What follows belongs to an exercise in optimizing a design on an open flow for small area, a short achievable clock period and few clock cycles; a production flow would make more cautious choices. The RTL was checked by simulation tests, not by an equivalence proof against the original design. No activity file was given, so power comes from the tool's default toggle rates.

==> design/flow/design.v <==
package dram_responder_pkg;
    localparam logic [7:0] HOST_CMD_LOAD = 8'h01;
    localparam logic [7:0] HOST_CMD_DUMP = 8'h02;
    typedef enum logic [2:0] {
        S_CMD,
        S_ADDR,
        S_LEN,
        S_LOAD,
        S_DUMP_RD,
        S_DUMP_TX
    } host_state_e;
    function automatic logic [8:0] len_to_cnt(input logic [7:0] len);
        len_to_cnt = (len == 8'd0) ? 9'd256 : {1'b0, len};
    endfunction
endpackage
module dram_responder_sp_sram (
    input  logic       clk,
    input  logic       rst,
    input  logic        we_i,
    input  logic        rsel_d_i,
    input  logic        wsel_i,
    input  logic [7:0]  caddr_i,
    input  logic [15:0] plo_i,
    input  logic [15:0] phi_i,
    input  logic [7:0]  wdata_i,
    input  logic       re_i,
    output logic [7:0] rdata_o
);
    logic [15:0] lo_n, hi_n, wlo_n, whi_n;
    logic [15:0] lo1_n;
    dram_responder_pdecr u_dec_lo  (.clk(clk), .a_i(caddr_i[3:0]), .p_i(plo_i), .sel_d_i(rsel_d_i),
                                    .y_no(lo_n));
    dram_responder_pdecr u_dec_lo1 (.clk(clk), .a_i(caddr_i[3:0]), .p_i(plo_i), .sel_d_i(rsel_d_i),
                                    .y_no(lo1_n));
    dram_responder_pdecr u_dec_hi  (.clk(clk), .a_i(caddr_i[7:4]), .p_i(phi_i), .sel_d_i(rsel_d_i),
                                    .y_no(hi_n));
    dram_responder_pdece u_dec_wlo (.a_i(caddr_i[3:0]), .p_i(plo_i), .sel_i(wsel_i), .en_i(we_i),
                                    .y_no(wlo_n));
    dram_responder_pdec  u_dec_whi (.a_i(caddr_i[7:4]), .p_i(phi_i), .sel_i(wsel_i), .y_no(whi_n));
    logic [15:0] wlo_nq, whi_nq;
    logic [7:0]  wd_q;
    always_ff @(posedge clk) begin
        wlo_nq <= wlo_n;
        whi_nq <= whi_n;
        wd_q   <= wdata_i;
    end
    logic [255:0] rsel, wen;
    logic [7:0]   mem_q [256];
    for (genvar i = 0; i < 256; i++) begin : g_word
        dram_responder_nor2 u_wen  (.a(wlo_nq[i % 16]), .b(whi_nq[i / 16]), .y(wen[i]));
        dram_responder_nor2 u_rsel (.a(i < 128 ? lo_n[i % 16] : lo1_n[i % 16]), .b(hi_n[i / 16]),
                                    .y(rsel[i]));
        always_ff @(posedge clk) begin
            if (wen[i]) mem_q[i] <= wd_q;
        end
    end
    logic hit;
    dram_responder_hit u_hit (.lo_ni(lo_n), .hi_ni(hi_n), .wlo_ni(wlo_nq), .whi_ni(whi_nq), .hit_o(hit));
    logic [7:0] t3 [8];
    for (genvar b = 0; b < 8; b++) begin : g_bit
        logic [31:0] t1;
        logic [15:0] t2_n;
        for (genvar i = 0; i < 32; i++) begin : g_t1
            dram_responder_ao8 u (
                .w({mem_q[8*i+7][b], mem_q[8*i+6][b], mem_q[8*i+5][b], mem_q[8*i+4][b],
                    mem_q[8*i+3][b], mem_q[8*i+2][b], mem_q[8*i+1][b], mem_q[8*i][b]}),
                .s(rsel[8*i +: 8]), .y(t1[i]));
        end
        for (genvar i = 0; i < 16; i++) begin : g_t2
            dram_responder_nor2 u (.a(t1[2*i]), .b(t1[2*i+1]), .y(t2_n[i]));
        end
        for (genvar i = 0; i < 8; i++) begin : g_t3
            dram_responder_nand2 u (.a(t2_n[2*i]), .b(t2_n[2*i+1]), .y(t3[b][i]));
        end
    end
    logic [7:0] part_q [8];
    for (genvar b = 0; b < 8; b++) begin : g_part
        always_ff @(posedge clk) begin
            part_q[b] <= t3[b];
        end
    end
    logic use_d;
    assign use_d = re_i && !hit;
    for (genvar b = 0; b < 8; b++) begin : g_out
        dram_responder_obit u (.clk(clk), .rst(rst), .part_i(part_q[b]), .use_i(use_d),
                               .re_i(re_i), .wd_i(wd_q[b]), .q_o(rdata_o[b]));
    end
endmodule
module dram_responder_obit (
    input  logic       clk,
    input  logic       rst,
    input  logic [7:0] part_i,
    input  logic       use_i,
    input  logic       re_i,
    input  logic       wd_i,
    output logic       q_o
);
    logic use_q, alt_q;
    always_ff @(posedge clk or posedge rst) begin
        if (rst) begin
            use_q <= 1'b0;
            alt_q <= 1'b0;
        end else begin
            use_q <= use_i;
            alt_q <= re_i ? wd_i : q_o;
        end
    end
    assign q_o = use_q ? (|part_i) : alt_q;
endmodule
module dram_responder_pdec (
    input  logic [3:0]  a_i,
    input  logic [15:0] p_i,
    input  logic        sel_i,
    output logic [15:0] y_no
);
    logic [3:0] d01, d23;
    logic       nsel;
    assign nsel = !sel_i;
    dram_responder_dec2 u_d01 (.a_i(a_i[1:0]), .y_o(d01));
    dram_responder_dec2 u_d23 (.a_i(a_i[3:2]), .y_o(d23));
    for (genvar k = 0; k < 16; k++) begin : g_line
        dram_responder_a32oi u (.a1(nsel), .a2(d01[k % 4]), .a3(d23[k / 4]), .b1(sel_i), .b2(p_i[k]),
                                .y(y_no[k]));
    end
endmodule
module dram_responder_pdecr (
    input  logic        clk,
    input  logic [3:0]  a_i,
    input  logic [15:0] p_i,
    input  logic        sel_d_i,
    output logic [15:0] y_no
);
    logic [3:0] d01, d23;
    logic       sel_q, nsel_q;
    always_ff @(posedge clk) begin
        sel_q  <= sel_d_i;
        nsel_q <= !sel_d_i;
    end
    dram_responder_dec2e u_d01 (.a_i(a_i[1:0]), .en_i(nsel_q), .y_o(d01));
    dram_responder_dec2  u_d23 (.a_i(a_i[3:2]), .y_o(d23));
    for (genvar k = 0; k < 16; k++) begin : g_line
        dram_responder_aoi22 u (.a(d01[k % 4]), .b(d23[k / 4]), .c(sel_q), .d(p_i[k]), .y(y_no[k]));
    end
endmodule
module dram_responder_dec2e (
    input  logic [1:0] a_i,
    input  logic       en_i,
    output logic [3:0] y_o
);
    always_comb begin
        for (int k = 0; k < 4; k++) y_o[k] = en_i && (a_i == 2'(k));
    end
endmodule
module dram_responder_aoi22 (
    input  logic a, b, c, d,
    output logic y
);
    assign y = !((a && b) || (c && d));
endmodule
module dram_responder_dec2 (
    input  logic [1:0] a_i,
    output logic [3:0] y_o
);
    always_comb begin
        for (int k = 0; k < 4; k++) y_o[k] = (a_i == 2'(k));
    end
endmodule
module dram_responder_a32oi (
    input  logic a1, a2, a3, b1, b2,
    output logic y
);
    assign y = !((a1 && a2 && a3) || (b1 && b2));
endmodule
module dram_responder_pdece (
    input  logic [3:0]  a_i,
    input  logic [15:0] p_i,
    input  logic        sel_i,
    input  logic        en_i,
    output logic [15:0] y_no
);
    always_comb begin
        for (int k = 0; k < 16; k++) y_no[k] = !(en_i && (sel_i ? p_i[k] : (a_i == 4'(k))));
    end
endmodule
module dram_responder_nor2 (
    input  logic a, b,
    output logic y
);
    assign y = !(a || b);
endmodule
module dram_responder_ao8 (
    input  logic [7:0] w,
    input  logic [7:0] s,
    output logic       y
);
    assign y = |(w & s);
endmodule
module dram_responder_nor3 (
    input  logic a, b, c,
    output logic y
);
    assign y = !(a || b || c);
endmodule
module dram_responder_hit (
    input  logic [15:0] lo_ni,
    input  logic [15:0] hi_ni,
    input  logic [15:0] wlo_ni,
    input  logic [15:0] whi_ni,
    output logic        hit_o
);
    assign hit_o = |(~lo_ni & ~wlo_ni) && |(~hi_ni & ~whi_ni);
endmodule
module dram_responder_nand2 (
    input  logic a, b,
    output logic y
);
    assign y = !(a && b);
endmodule
module dram_responder (
    input  logic       clk,
    input  logic       rst,
    input  logic [7:0] dram_addr,
    input  logic [7:0] dram_din,
    input  logic       dram_write,
    output logic [7:0] dram_dout,
    input  logic       cpu_idle,
    output logic       host_busy,
    input  logic [7:0] host_in_data,
    input  logic       host_in_valid,
    output logic       host_in_ready,
    output logic [7:0] host_out_data,
    output logic       host_out_valid,
    input  logic       host_out_ready,
    output logic       cmd_err
);
    logic       busy_q, s_addr_q, s_len_q, s_load_q, s_dump_q;
    logic       rdy_q;       
    logic       dump_q;      
    logic       last_q;      
    logic [7:0] ptr_q;       
    logic [15:0] plo_q, phi_q;   
    logic [7:0] cnt_q;       
    logic       stall_q, err_q;
    logic       idle_w_q;
    logic in_ready, in_fire, out_fire, cmd_ok, is_dump, stall, step, fin;
    logic [7:0] cnt_dec;
    assign in_ready = (cpu_idle && !busy_q) || rdy_q;
    assign in_fire  = host_in_valid && in_ready;
    assign out_fire = s_dump_q && host_out_ready;
    assign is_dump  = (host_in_data == dram_responder_pkg::HOST_CMD_DUMP);
    assign cmd_ok   = (host_in_data == dram_responder_pkg::HOST_CMD_LOAD) || is_dump;
    assign stall    = !busy_q && host_in_valid && !cpu_idle;
    assign cnt_dec  = cnt_q - 8'd1;
    assign step     = (s_load_q && host_in_valid) || out_fire;
    assign fin      = last_q && step;
    always_ff @(posedge clk or posedge rst) begin
        if (rst) begin
            busy_q   <= 1'b0;
            s_addr_q <= 1'b0;
            s_len_q  <= 1'b0;
            s_load_q <= 1'b0;
            s_dump_q <= 1'b0;
            rdy_q    <= 1'b0;
            stall_q  <= 1'b0;
            err_q    <= 1'b0;
        end else begin
            stall_q <= stall;
            err_q   <= (!busy_q && in_fire && !cmd_ok) || (stall && !stall_q) || (busy_q && dram_write);
            if (!busy_q) begin
                if (in_fire && cmd_ok) begin
                    busy_q   <= 1'b1;
                    s_addr_q <= 1'b1;
                    rdy_q    <= 1'b1;
                end
            end else if (s_addr_q) begin
                if (host_in_valid) begin
                    s_addr_q <= 1'b0;
                    s_len_q  <= 1'b1;
                end
            end else if (s_len_q) begin
                if (host_in_valid) begin
                    s_len_q  <= 1'b0;
                    s_load_q <= !dump_q;
                    s_dump_q <= dump_q;
                    rdy_q    <= !dump_q;
                end
            end else if (fin) begin
                busy_q   <= 1'b0;
                s_load_q <= 1'b0;
                s_dump_q <= 1'b0;
                rdy_q    <= 1'b0;
            end
        end
    end
    logic [7:0] ptr_d;
    always_comb begin
        ptr_d = ptr_q;
        if (s_addr_q && host_in_valid) begin
            ptr_d = host_in_data;
        end else if (step || (s_len_q && host_in_valid && dump_q)) begin
            ptr_d = ptr_q + 8'd1;
        end
    end
    logic busy_d;
    always_comb begin
        busy_d = busy_q;
        if (!busy_q) busy_d = in_fire && cmd_ok;
        else if (!s_addr_q && !s_len_q && fin) busy_d = 1'b0;
    end
    always_ff @(posedge clk) begin
        idle_w_q <= !busy_d;
        if (!busy_q) begin
            dump_q <= is_dump;
        end
        ptr_q <= ptr_d;
        plo_q <= 16'b1 << ptr_d[3:0];
        phi_q <= 16'b1 << ptr_d[7:4];
        if (s_len_q && host_in_valid) begin
            cnt_q  <= host_in_data;
            last_q <= (host_in_data == 8'd1);
        end else if (step) begin
            cnt_q  <= cnt_dec;
            last_q <= (cnt_dec == 8'd1);
        end
    end
    logic       mem_we, mem_re;
    logic [7:0] mem_wdata, mem_rdata;
    assign mem_we    = idle_w_q ? dram_write : (s_load_q && host_in_valid);
    assign mem_wdata = idle_w_q ? dram_din : host_in_data;
    assign mem_re    = !s_dump_q || host_out_ready;
    dram_responder_sp_sram u_ram (
        .clk    (clk),
        .rst    (rst),
        .we_i   (mem_we),
        .rsel_d_i(busy_d),
        .wsel_i (!idle_w_q),
        .caddr_i(dram_addr),
        .plo_i  (plo_q),
        .phi_i  (phi_q),
        .wdata_i(mem_wdata),
        .re_i   (mem_re),
        .rdata_o(mem_rdata)
    );
    assign dram_dout      = mem_rdata;
    assign host_out_data  = mem_rdata;
    assign host_out_valid = s_dump_q;
    assign host_in_ready  = in_ready;
    assign host_busy      = busy_q;
    assign cmd_err        = err_q;
endmodule
==> design/flow/flow/run.sh <==
#!/bin/bash
# The standard layout (standard.sh, with the standard synthesis), except
# that the input and output port buffers are plain buffers
# (sky130_fd_sc_hd__buf_4) instead of the delay cell buffer_ports picks by
# default. Every port still gets its own buffer.
set -euo pipefail
bash standard.sh "BUFFER_PORTS_ARGS=-buffer_cell sky130_fd_sc_hd__buf_4" finish > standard.log 2>&1
==> design/flow/standard.sh <==
#!/bin/bash
# synth_recipe.tcl (not shown) runs the flow's synth.tcl, then flattens the netlist and writes it again
# the make line also repeats each setting of config.mk as NAME=value (left out here)
make -C /OpenROAD-flow-scripts/flow DESIGN_CONFIG=/design/flow/config.mk WORK_HOME=/design/flow/orfs CLKGATE_MAP_FILE= SYNTH_SCRIPT=/design/flow/synth_recipe.tcl "${@:-finish}"
==> design/flow/config.mk <==
export PLATFORM = sky130hd
export DESIGN_NAME = dram_responder
export DESIGN_NICKNAME = dram_responder
export VERILOG_FILES = /design/flow/design.v
export SDC_FILE = /design/flow/constraint.sdc
export NUM_CORES = 4
export LEC_CHECK = 0
export CAP_MARGIN = 20
export CORE_MARGIN = 2
export CORE_UTILIZATION = 60
export CTS_CLUSTER_DIAMETER = 90
export CTS_CLUSTER_SIZE = 25
export PLACE_DENSITY = 0.7
export SETUP_SLACK_MARGIN = 2.5
export SLEW_MARGIN = 20
export SYNTH_HIERARCHICAL = 1
export SYNTH_MINIMUM_KEEP_SIZE = 0
export TNS_END_PERCENT = 100
==> design/flow/constraint.sdc <==
create_clock -name core_clock -period 5.5 [get_ports {clk}]
set_input_delay 1.1000 -clock core_clock [delete_from_list [all_inputs] [get_ports {clk}]]
set_output_delay 1.1000 -clock core_clock [all_outputs]
set_load 0.01 [all_outputs]
==> impl_metrics.yaml, run 1 <==
sta:
  setup_viol: 0
  rsz0062_at_grt: "true"
  tightest_slew_ns: 1.214
  slew_viol_final: 0
  hold_viol_final: 0
  clock_skew_ns: 0.03671
  slew_headroom_pct: 19.05
  clock.fmax_mhz: 324.6
  finalCritPeriodShare_pct: 56.01
  layout_min_cycle_time_ns: 3.081
  fin_tns_setup_ns: 0
routing:
  drtPass1Iterations: 6
  wl_per_cell_um: 32.34
  final_antenna_net_count: 0
  vias: 46940
  drcViolationCount: 0
  wirelength_um: 217900
  via_per_inst: 6.966
  drt_iter0_markers: 7671
place:
  dpl-instance-area_um2: 83660
  post-dp-hpwl_um: 136800
  dpl.cell_count: 6499
  place.gp.congestion: 0.9160
  io_buffers: 49
power:
  powerDensity_nw_per_um2: 338.8
  switching_share_pct: 22.54
  power_frac_seq_pct: 65.3
  leakage_nw: 26.22
  pwr-share-clk_pct: 28.7
  peakVddDrop_mv: 0.2886
  p_int_mw: 22.97
  power.switching_mw: 6.686
  power_mw: 29.66
  combPwrFrac_pct: 6.1
setup_path:
  rr_worst_depth: 7
  r2r_slack_ns: 2.49
  end_kind: "output port"
  r2r-end: "u_ram.part_q[4][2]"
  reg2reg_from: "u_ram.u_dec_lo.sel_q"
  cp_data_arrival_time_ns: 1.98
  crit_fanout: 3
  required_ns: 4.40
  start_kind: "register"
  critical_path_class: "reg -> out"
cts:
  cts_sinks: 2233
  cts_inserted_buffers: 99
  clk_path_buf_depth: 3
  ctsHoldBuffers: 0
  cts_tree: "yes"
  clkLatencyLatePin_ns: 0.78
  clkTransAtPathRegs_ns: 0.10
  root_buffer: "clkbuf_16"
  cts-htree-levels: 3
logic_synthesis:
  ys_seq_elements: 2233
  yosysWarnings: 18
  yosys-top-cells-count: "edfxtp_1, a22oi_1, nor2_1, nand4_1, dfxtp_1"
  avgSynthCellArea_um2: 17.38
  postSynthCellCount: 4636
  yosys.cell_count.top_type: "edfxtp_1"
  ys_types: 69
  yosysTopAreaCell: "edfxtp_1"
  synth_edf_count: 2058
  syn_area_um2: 80560
  async_reset_ff_share_pct: 1.075
  ys_seq_area_share_pct: 81.21
  synth_nets: 4669
  yosys.area.top_type_share_pct: 76.71
  ys.flop_type: "edfxtp_1"
  synth_area_leaders: "edfxtp_1, a22oi_1, dfxtp_1"
die:
  die_y_um: 370.4
  die_x_um: 370.4
  num_rows: 134
  io_pins: 50
  start_util_pct: 60.44
  core_um2: 133300
  fp.dieArea_um2: 137200
global_route:
  grt_pass1_vias: 44280
  grt_pass1_wl_um: 311500
  grt.overflow.total: 0
  grt_usage_pct: 31.67
  grt_max_degree: 168
  antenna_found_initial: 10
min_path:
  hold_class: "in -> async"
layout:
  postLayoutCoreUtil_pct: 65.66
  final_cells: 6739
  area_growth_pct: 8.638
  final_nets: 4917
  stdcell_area_um2: 87520
  drive_above_1_share_pct: 9.378
flow_run:
  maxCapViolCount: 0
run_status:
  status: "complete, no violations"
==> cell families after synthesis <==
logic type,Yosys count,share of synthesized area (%)
flops,2233,81.21
xor+xnor,10,0.1087
mux,20,0.2951
buf+inv,44,0.3013
compound gates,1180,11.33
simple gates,1146,6.712
fa+ha+maj,3,0.04660
==> final cells by class <==
cell class | count | area, um2
clock buffers | 178 | 2795
inverters | 24 | 93.84
fillers | 9135 | 45770
well taps | 1768 | 2212
flip-flops and latches | 2233 | 65530
clock inverters | 8 | 85.08
repair buffers | 167 | 1637
diodes | 2 | 5.005
multi-input cells | 2359 | 15170
==> worst max-delay path by stage <==
stage                             startpoint                     end  slack, ns  depth (start not counted)
after CTS                 u_ram.part_q[6][5]        host_out_data[6]       2.42                          3
final                     u_ram.part_q[3][1]            dram_dout[3]       2.42                          3
after global routing      u_ram.part_q[5][1]            dram_dout[5]       2.42                          3
after floorplan                 dram_addr[4]  u_ram.g_out[0].u.use_q       2.80                          7
after global placement          dram_addr[1]      u_ram.part_q[1][1]       1.04                          8
after detailed placement        dram_addr[4]      u_ram.part_q[1][1]       1.36                          8
==> layout by cell type, fill, tap and decap left out, types with 8 or more instances in the layout <==
master / netlist / layout
clkbuf_16: 0 / 100
buf_12: 0 / 24
xnor2_1: 8 / 8
inv_1: 21 / 21
buf_6: 4 / 18
edfxtp_1: 2058 / 2058
nor3_4: 0 / 8
nor3_1: 23 / 15
nor2_1: 687 / 679
clkbuf_1: 5 / 78
buf_4: 8 / 123
a22oi_2: 51 / 51
dfxtp_4: 0 / 19
and3b_1: 9 / 9
a31oi_4: 0 / 8
dfxtp_1: 151 / 107
o21ai_0: 9 / 9
nand4_1: 257 / 257
a22oi_1: 1036 / 1036
nor3_2: 11 / 11
nand2_1: 94 / 94
dfxtp_2: 0 / 25
o22ai_1: 9 / 9
mux2_2: 17 / 17
a32oi_1: 20 / 20
dfrtp_1: 24 / 23
==> modules after synthesis, one instance, submodules excluded <==
module                  copies in the design  cells  cell area (um2)
dram_responder_sp_sram                     1   2153            63590
dram_responder_pdece                       1     29            245.2
dram_responder_ao8                       256      5            36.28
dram_responder_a32oi                      16      1            8.758
dram_responder_aoi22                      48      1            12.51
dram_responder                             1    271             2721
dram_responder_obit                        8      9            98.84
dram_responder_hit                         1     21            158.9
dram_responder_nand2                      64      1            3.754
dram_responder_dec2                        5      4            26.28
dram_responder_dec2e                       3      4            37.54
dram_responder_nor2                      640      1            3.754
dram_responder_pdec                        1      1            3.754
dram_responder_pdecr                       3      3            43.79
==> registers in the layout, indices dropped and copies added, names as in the netlist, 8 cells and up <==
| signal | cells |
|---|---|
| plo_q | 16 |
| ptr_q | 8 |
| u_ram.whi_nq | 16 |
| cnt_q | 8 |
| u_ram.g_out.u.use_q | 8 |
| u_ram.g_out.u.alt_q | 8 |
| u_ram.mem_q | 2048 |
| u_ram.wd_q | 8 |
| u_ram.wlo_nq | 16 |
| u_ram.part_q | 64 |
| phi_q | 16 |
==> per-stage QoR <==
stage | setup WS [ns] | hold slack (ns)
after floorplan | 2.799 | 0.4242
after global placement | 1.045 | 0.4287
after detailed placement | 1.363 | 0.4370
after CTS | 2.422 | 0.2253
after global routing | 2.421 | 0.2496
final | 2.419 | 0.2806
==> power groups by stage <==
stage / Sequential [mW] / Clock, mW / Combinational (mW)
4_1_cts: 19.3 / 8.59 / 1.72
2_1_floorplan: 19.7 / 0 / 0.620
3_3_place_gp: 19.7 / 0 / 1.56
3_5_place_dp: 19.7 / 0 / 1.58
6_report: 19.4 / 8.50 / 1.80
5_1_grt: 19.4 / 9.12 / 1.89
==> repair_timing <==
item	4_1_cts	5_1_grt
endpoints found under the setup margin	41	53
resized for setup	74	16
cloned	0	0
pin swaps	24	24
buffers inserted	27	25
==> per-layer routing <==
metal,global-route usage [%],part of all wire (%)
met1,46.04,39
met2,48.44,46
met3,6.330,11
met4,11.18,4.1
met5,0,0.035
==> worst max-delay path: stages (launching register included) <==
cell,delay [ns]
dfxtp_4,0.38
nor3_4,0.43
a31oi_4,0.21
buf_6,0.18
Testbench counts, summed over its fixed seeds: cycles 22,524.
==> inputs of run 2 (changes only) <==
--- a/design/flow/design.v
+++ b/design/flow/design.v
@@ -23,4 +23,5 @@
     input  logic [15:0] plo_i,
     input  logic [15:0] phi_i,
+    input  logic [7:0]  paddr_i,
     input  logic [7:0]  wdata_i,
     input  logic       re_i,
@@ -55,6 +56,12 @@
         end
     end
-    logic hit;
-    dram_responder_hit u_hit (.lo_ni(lo_n), .hi_ni(hi_n), .wlo_ni(wlo_nq), .whi_ni(whi_nq), .hit_o(hit));
+    logic [7:0] pa_q;
+    logic       pwe_q, crd_q, hit;
+    always_ff @(posedge clk) begin
+        pa_q  <= wsel_i ? paddr_i : caddr_i;
+        pwe_q <= we_i;
+        crd_q <= !rsel_d_i;
+    end
+    assign hit = crd_q && pwe_q && (caddr_i == pa_q);
     logic [7:0] t3 [8];
     for (genvar b = 0; b < 8; b++) begin : g_bit
@@ -74,8 +81,12 @@
         end
     end
-    logic [7:0] part_q [8];
+    logic [3:0] part_d [8];
+    logic [3:0] part_q [8];
     for (genvar b = 0; b < 8; b++) begin : g_part
+        for (genvar i = 0; i < 4; i++) begin : g_p
+            dram_responder_nor2 u (.a(t3[b][2*i]), .b(t3[b][2*i+1]), .y(part_d[b][i]));
+        end
         always_ff @(posedge clk) begin
-            part_q[b] <= t3[b];
+            part_q[b] <= part_d[b];
         end
     end
@@ -90,5 +101,5 @@
     input  logic       clk,
     input  logic       rst,
-    input  logic [7:0] part_i,
+    input  logic [3:0] part_i,
     input  logic       use_i,
     input  logic       re_i,
@@ -106,5 +117,5 @@
         end
     end
-    assign q_o = use_q ? (|part_i) : alt_q;
+    assign q_o = use_q ? !(&part_i) : alt_q;
 endmodule
 module dram_responder_pdec (
@@ -202,13 +213,4 @@
     assign y = !(a || b || c);
 endmodule
-module dram_responder_hit (
-    input  logic [15:0] lo_ni,
-    input  logic [15:0] hi_ni,
-    input  logic [15:0] wlo_ni,
-    input  logic [15:0] whi_ni,
-    output logic        hit_o
-);
-    assign hit_o = |(~lo_ni & ~wlo_ni) && |(~hi_ni & ~whi_ni);
-endmodule
 module dram_responder_nand2 (
     input  logic a, b,
@@ -338,4 +340,5 @@
         .plo_i  (plo_q),
         .phi_i  (phi_q),
+        .paddr_i(ptr_q),
         .wdata_i(mem_wdata),
         .re_i   (mem_re),
==> impl_metrics.yaml, run 2 <==
logic_synthesis:
  avgSynthCellArea_um2: 17.25
  syn_area_um2: 80300
  synth_nets: 4687
  yosysWarnings: 19
  ys_seq_area_share_pct: 80.92
  yosysTopAreaCell: "edfxtp_1"
  synth_area_leaders: "edfxtp_1, a22oi_1, nor2_1"
  synth_edf_count: 2058
  async_reset_ff_share_pct: 1.085
  yosys-top-cells-count: "edfxtp_1, a22oi_1, nor2_1, nand4_1, dfxtp_1"
  ys.flop_type: "edfxtp_1"
  yosys.area.top_type_share_pct: 76.96
  ys_seq_elements: 2211
  yosys.cell_count.top_type: "edfxtp_1"
  postSynthCellCount: 4654
  ys_types: 68
setup_path:
  cp_num_buf_inv: 1
  required_ns: 6.18
  crit_slowest_cell: "a22oi_2"
  crit_fanout: 14
  end_kind: "register"
  crit_family: "simple AND/OR/NAND/NOR gates"
  start_kind: "primary input"
  cp_data_arrival_time_ns: 3.80
  critical_path_class: "in -> reg"
  max_stage_delay_ns: 0.70
  crit_path_frequent_cell: "nor2_1"
  worstPathCellList: "buf_4 > and2_2 > a22oi_2 > nor2_1 > a22oi_1 > nand4_1 > nor2_1 > nand2_1 > nor2_1"
routing:
  drcViolationCount: 0
  final_antenna_net_count: 0
  drtPass1Iterations: 6
  wl_per_cell_um: 31.22
  drt_iter0_markers: 7853
  via_per_inst: 6.902
  vias: 46760
  wirelength_um: 211500
die:
  fp.dieArea_um2: 136800
  die_x_um: 369.8
  core_um2: 133100
  num_rows: 134
  io_pins: 50
  die_y_um: 369.8
  start_util_pct: 60.32
power:
  leakage_nw: 26.12
  p_int_mw: 22.83
  combPwrFrac_pct: 6.0
  power.switching_mw: 6.585
  switching_share_pct: 22.38
  pwr-share-clk_pct: 28.7
  powerDensity_nw_per_um2: 337.3
  power_frac_seq_pct: 65.3
  peakVddDrop_mv: 0.4004
run_status:
  status: "complete, no violations"
sta:
  worst_slack_ns: 2.375
  hold_viol_final: 0
  setup_viol: 0
  slew_viol_final: 0
  fin_tns_setup_ns: 0
  tightest_slew_ns: 1.227
  clock_skew_ns: 0.02986
  clock.fmax_mhz: 320.0
  layout_min_cycle_time_ns: 3.125
  slew_headroom_pct: 18.18
  finalCritPeriodShare_pct: 56.82
  rsz0062_at_grt: "true"
cts:
  cts_inserted_buffers: 98
  clkTransAtPathRegs_ns: 0.10
  cts_tree: "yes"
  cts_sinks: 2211
  cts-htree-levels: 3
  clkLatencyLatePin_ns: 0.76
  root_buffer: "clkbuf_16"
  ctsHoldBuffers: 0
  clk_path_buf_depth: 3
place:
  dpl.cell_count: 6521
  dp_slack_ns: 1.386
  place.gp.congestion: 0.9363
  post-dp-hpwl_um: 131200
  io_buffers: 49
global_route:
  antenna_found_initial: 7
  grt.overflow.total: 0
  grt_pass1_vias: 43580
  grt_max_degree: 190
  grt_usage_pct: 30.76
  grt_pass1_wl_um: 302200
min_path:
  hold_class: "in -> async"
flow_run:
  maxCapViolCount: 0
layout:
  largestRegisters: "u_ram.mem_q (2048), u_ram.part_q (32)"
  final_cell_mix: "edfxtp_1, a22oi_1, nor2_1"
  layout_commonest_cell: "edfxtp_1"
  regMostFlops: "u_ram.mem_q"
  largest_register_ffs: 2048
  drive_above_1_share_pct: 9.258
  final_nets: 4951
  final_cells: 6775
  area_growth_pct: 8.610
## run 2: cell types whose count changed after synthesis, sizes merged, moves of 8 or more
cell    delta
dfxtp     -22
or3b       +8
nand2      +8
o22ai      -8
nor2      +24
o211ai     +8
or2b       +8
nor3      -12
a31oi      -8
a21oi      +8
and4       +8
xnor2      +8
nor4b      -8
## run 2: worst reg2reg max path: stages, from the launching register on
cell and delay [ns]:
dfxtp_1 0.33, nor3b_2 0.20, a22oi_2 0.68, nor2_1 0.31
a22oi_1 0.31, nand4_1 0.19, nor2_1 0.34, nand2_1 0.26
nor2_1 0.15
## run 2: what timing repair did
item	4_1_cts	5_1_grt
gates resized for setup	28	15
setup buffers	61	4
pin swaps	37	4
endpoints found under the setup margin	49	28
## run 2: cells by family after synthesis
group | count (synthesis) | synth area share, %
DFF | 2211 | 80.92
xor gates and xnor gates | 18 | 0.1963
buffers and inverters | 46 | 0.3132
AOI/OAI and AO/OA | 1172 | 11.32
and+or+nand+nor | 1184 | 6.906
muxes | 20 | 0.2960
adders and majority gates | 3 | 0.04675
## run 2: layer usage
layer / global-route usage (%) / wire [um]
met5: 0.5245 / 144
met4: 9.592 / 6873
met3: 6.892 / 26020
met2: 44.80 / 94260
met1: 46.83 / 84210
## run 2: power groups by stage
stage          logic [mW]  clock network, mW  registers (mW)
2_1_floorplan       0.654                  0            19.6
3_3_place_gp         1.60                  0            19.6
3_5_place_dp         1.62                  0            19.6
4_1_cts              1.73               8.51            19.2
5_1_grt              1.87               9.04            19.2
6_report             1.78               8.43            19.2
## run 2: Yosys stat by module (local to each module, per instance), excerpt
module                  copies in the design  area, um2  cells  flip-flops and latches
dram_responder_nor2                      672      3.754      1                       0
dram_responder_dec2                        5      26.28      4                       0
dram_responder_nand2                      64      3.754      1                       0
dram_responder_aoi22                      48      12.51      1                       0
dram_responder_ao8                       256      36.28      5                       0
dram_responder_pdecr                       3      43.79      3                       2
dram_responder_obit                        8      103.8     10                       2
dram_responder_dec2e                       3      37.54      4                       0
dram_responder_pdece                       1      245.2     29                       0
dram_responder_sp_sram                     1      63330   2152                    2130
dram_responder_pdec                        1      3.754      1                       0
dram_responder                             1       2721    271                      59
## run 2: area by class of cell
type,count,area [um2]
well taps,1768,2212
multi-input cells,2397,15200
fillers,9114,45910
clock inverters,5,62.56
inverters,25,97.59
flip-flops and latches,2211,65040
clock buffers,178,2816
repair buffers,185,1775
diodes,6,15.01
## run 2: final timing paths
path	slack [ns]	start	end	depth (start not counted)
max reg2reg	2.65	u_ram.u_dec_lo1.nsel_q	u_ram.part_q[2][2]	8
max	2.37	dram_addr[3]	u_ram.part_q[2][2]	9
min	0.29	rst	u_ram.g_out[3].u.alt_q	2
min reg2reg	0.46	phi_q[0]	u_ram.whi_nq[0]	1
min in group core_clock	0.46	phi_q[0]	u_ram.whi_nq[0]	1
max in group asynchronous	4.79	rst	busy_q	2
## run 2: through the flow
step                hold slack, ns  power [mW]  util, %  cell area (um2)
finish                      0.2947       29.42    65.52            87220
global route                0.2755       30.15    65.51            87200
CTS                         0.2505       29.44    65.43            87110
detailed placement          0.4364       21.21    62.65            83400
global placement            0.4390       21.18    62.64            83390
floorplan                   0.4242       20.22        -            80310
Testbench counts of run 2, summed over its fixed seeds: cycles 22,524.

-- separate check: timing with driven ports --
The results above use ideal ports. As a check the final layouts listed here were re-extracted and re-timed, cells and wires unchanged. Step 1 assumes that a clkbuf_16 drives the clock port and a buf_2 every other input. Step 2 times the ports against the registers' clock, not the clock port: input delays grow and output delays shrink by t, the midpoint of the rising clock arrivals with the driver on. Slacks: ideal ports / drivers / drivers and shift; pairs: ideal ports / drivers.
| run | t, ns | setup slack, ns | worst data-port slew with drivers (ns) |
|---|---|---|---|
| run 1 | 0.845 | 2.419 / 2.338 / 1.597 | 0.23 |
| run 2 | 0.823 | 2.375 / 2.425 / 1.604 | 0.14 |
After both steps every run listed still meets setup and hold. The setup slack of run 1, which loses most, moves by -0.081 ns with the drivers and by -0.822 ns with both steps.
